This is an optimization exercise on Yosys and OpenROAD, whose aim is small area, a short achievable clock period and few clock cycles, not a production implementation. RTL that was checked went through simulation tests only; none was proved equivalent to the original.

## cnn_conv_engine
module cnn_conv_engine
#(
   parameter int DATA_W = 16,
   parameter int ADDR_W = 12,
   parameter int DIM_W  = 8,
   parameter int K      = 3,
   parameter int ACC_W  = 40
) (
   input  logic              clk_i,
   input  logic              rst_ni,
   input  logic              start_i,
   input  logic [ADDR_W-1:0] img_base_i,
   input  logic [ADDR_W-1:0] ker_base_i,
   input  logic [ADDR_W-1:0] out_base_i,
   input  logic [DIM_W-1:0]  img_w_i,
   input  logic [DIM_W-1:0]  img_h_i,
   input  logic [4:0]        shift_i,
   output logic              mem_rd_req_o,
   output logic              mem_wr_req_o,
   output logic [ADDR_W-1:0] mem_addr_o,
   output logic [DATA_W-1:0] mem_wdata_o,
   input  logic [DATA_W-1:0] mem_rdata_i,
   input  logic              mem_ready_i,
   output logic              busy_o,
   output logic              done_o,
   output logic              err_o
);
Size: ~4700 cells after synthesis, ~110 I/O pins, ~52000 um2 of cells after synthesis.
export LEC_CHECK = 0
export CAP_MARGIN = 20
export CORE_MARGIN = 2
export CORE_UTILIZATION = 40
export PLACE_DENSITY = 0.6
export SETUP_SLACK_MARGIN = 5
export SLEW_MARGIN = 20
create_clock -name core_clock -period 10.5 [get_ports {clk_i}]
standard.sh (not shown) runs the stock make flow with config.mk's settings and CLKGATE_MAP_FILE= SYNTH_SCRIPT=/design/flow/synth_recipe.tcl, a recipe that flattens the netlist after the stock synthesis.
==> flow/flow/run.sh <==
#!/bin/bash
set -euo pipefail
MARGIN=6.5
sed -E "s/SETUP_SLACK_MARGIN=[-0-9.]+/SETUP_SLACK_MARGIN=${MARGIN}/" standard.sh > standard_margin.sh
grep -q "SETUP_SLACK_MARGIN=${MARGIN}" standard_margin.sh
bash standard_margin.sh > standard.log 2>&1
==> next run, changes <==
==> flow/run.sh (new file) <==
#!/bin/bash
# synth_recipe.tcl (not shown) runs the flow's synth.tcl, then flattens the netlist and writes it again
# the make line also repeats each setting of config.mk as NAME=value (left out here)
make -C /OpenROAD-flow-scripts/flow DESIGN_CONFIG=/design/flow/config.mk WORK_HOME=/design/flow/orfs CLKGATE_MAP_FILE= SYNTH_SCRIPT=/design/flow/synth_recipe.tcl finish
removed: flow/flow/run.sh
removed: flow/standard.sh
The new run completed with no timing, DRC or antenna violations.
Die area does not change.
Setup slack got worse by 620 ps.
Critical path depth came out lower by 3.
Cell count came out lower by 5.1%.
Wire length came out lower by about 11%.
Area after synthesis is unchanged.
Design area came out lower by about 11%.
Maximum frequency came out lower by about 12%.
No functional check of the RTL was part of any run of this note.

---

cnn_conv_engine, a different RTL version from the one above (not shown whole).
Size in the first run: ~790 flip-flops, about 53000 µm² of cells after synthesis.
export LEC_CHECK = 0
export CAP_MARGIN = 20
export CORE_MARGIN = 2
export CORE_UTILIZATION = 62
export PLACE_DENSITY = 0.75
export SETUP_SLACK_MARGIN = 5
export SLEW_MARGIN = 20
create_clock -name core_clock -period 10.5 [get_ports {clk_i}]
==> flow/flow/run.sh <==
#!/bin/bash
set -euo pipefail
MARGIN=6.5
sed -E "s/SETUP_SLACK_MARGIN=[-0-9.]+/SETUP_SLACK_MARGIN=${MARGIN}/" standard.sh > standard_margin.sh
grep -q "SETUP_SLACK_MARGIN=${MARGIN}" standard_margin.sh
bash standard_margin.sh > standard.log 2>&1
Testbench counts at the start, summed over its fixed seeds: cycles 58,378.
Next try:
Settings changed: CORE_UTILIZATION 62 to 70, PLACE_DENSITY 0.75 to 0.82.
Effect: Synthesized cell count stays the same; setup slack got worse by 130 ps; register-to-register slack is worse by 130 ps; wire length goes up by 0.93%; cell area is lower by 0.32%.

---

Another version of the RTL of cnn_conv_engine (not shown whole).
Size in the first run: roughly 5100 cells after synthesis, roughly 790 flip-flops, roughly 110 I/O pins, roughly 54000 um2 of cells after synthesis.
Settings: LEC_CHECK=0, CAP_MARGIN=20, CORE_MARGIN=2, CORE_UTILIZATION=62, PLACE_DENSITY=0.75, SETUP_SLACK_MARGIN=5, SLEW_MARGIN=20; clock period 10.5 ns.
==> flow/flow/run.sh <==
#!/bin/bash
set -euo pipefail
MARGIN=7.0
sed -E "s/SETUP_SLACK_MARGIN=[-0-9.]+/SETUP_SLACK_MARGIN=${MARGIN}/" standard.sh > standard_margin.sh
grep -q "SETUP_SLACK_MARGIN=${MARGIN}" standard_margin.sh
bash standard_margin.sh > standard.log 2>&1
The first run completed without violations.
Testbench counts at the start, summed over its fixed seeds: cycles 58,378.
==> next run, changes <==
--- a/flow/flow/run.sh
+++ b/flow/flow/run.sh
@@ -2,3 +2,3 @@
 set -euo pipefail
-MARGIN=7.0
+MARGIN=6.5
 sed -E "s/SETUP_SLACK_MARGIN=[-0-9.]+/SETUP_SLACK_MARGIN=${MARGIN}/" standard.sh > standard_margin.sh
After rerunning: Fmax decreases by roughly a tenth. Core utilization decreases by 3.9 points. Non-clock buffer count decreases by 186. Clock-buffer cell count is unchanged. Global-route usage decreases by 1.0 points. Worst setup slack is worse by 0.36 ns.

---

Another version of the RTL of cnn_conv_engine (not shown whole).
For scale: roughly 5100 cells after synthesis, roughly 790 flip-flops, ~110 I/O pins, ~54000 µm² of cells after synthesis.
==> flow/config.mk <==
export PLATFORM = sky130hd
export DESIGN_NAME = cnn_conv_engine
export DESIGN_NICKNAME = cnn_conv_engine
export VERILOG_FILES = /design/flow/design.v
export SDC_FILE = /design/flow/constraint.sdc
export NUM_CORES = 4
export LEC_CHECK = 0
export CAP_MARGIN = 20
export CORE_MARGIN = 2
export CORE_UTILIZATION = 40
export PLACE_DENSITY = 0.6
export SETUP_SLACK_MARGIN = 5
export SLEW_MARGIN = 20
==> flow/constraint.sdc <==
create_clock -name core_clock -period 10.5 [get_ports {clk_i}]
set_input_delay 2.1000 -clock core_clock [delete_from_list [all_inputs] [get_ports {clk_i}]]
set_output_delay 2.1000 -clock core_clock [all_outputs]
set_load 0.01 [all_outputs]
==> flow/flow/run.sh <==
#!/bin/bash
set -euo pipefail
MARGIN=6.5
sed -E "s/SETUP_SLACK_MARGIN=[-0-9.]+/SETUP_SLACK_MARGIN=${MARGIN}/" standard.sh > standard_margin.sh
grep -q "SETUP_SLACK_MARGIN=${MARGIN}" standard_margin.sh
bash standard_margin.sh > standard.log 2>&1
Testbench counts at the start, summed over its fixed seeds: cycles 58,378.
Then changed:
- TNS_END_PERCENT: not set -> 10
The new run completed with no timing, DRC or antenna violations.
Non-clock buffer count falls by 26.
Flip-flop and latch count is unchanged.
Worst setup slack degrades by 0.21 ns.
Critical path depth is lower by 2.
Final cell count fell slightly.
Via count is about the same.
Utilization falls by 0.56 points.

## static timing again, ports no longer ideal
How much do the figures lean on ideal ports? The routed layouts below were timed once more, with nothing changed but the port constraints.
Step 1 (the two cells are an assumption about what drives the block):
set clk [get_ports {clk_i}]
set_driving_cell -lib_cell sky130_fd_sc_hd__clkbuf_16 $clk
set_driving_cell -lib_cell sky130_fd_sc_hd__buf_2 [delete_from_list [all_inputs] $clk]
Step 2 moves the port delays by t, midway between the first and last clock arrival at a register: inputs arrive t later, outputs are due t later. That takes back most of the time a late clock gives input paths.
Slacks: no drivers / after step 1 / after step 2; pairs: no drivers / after step 1.
run	shift t [ns]	slack for setup (ns)	worst data-port slew with drivers (ns)
the first run of note 1	0.767	5.865 / 5.865 / 5.865	0.14
the second run of note 1	0.764	5.250 / 5.250 / 5.232	0.09
the first run of note 2	0.730	6.571 / 6.536 / 5.877	0.05
the second run of note 2	0.727	6.445 / 6.445 / 5.795	0.10
the first run of note 3	0.745	6.926 / 6.926 / 6.337	0.09
the second run of note 3	0.732	6.571 / 6.504 / 5.955	0.07
the first run of note 4	0.774	6.529 / 6.505 / 5.808	0.06
the second run of note 4	0.785	6.319 / 6.335 / 5.550	0.06
After both steps setup and hold are still met in every run listed. For the second run of note 4, which loses most, drivers alone change the setup slack by +0.016 ns; drivers and shift together by -0.769 ns.
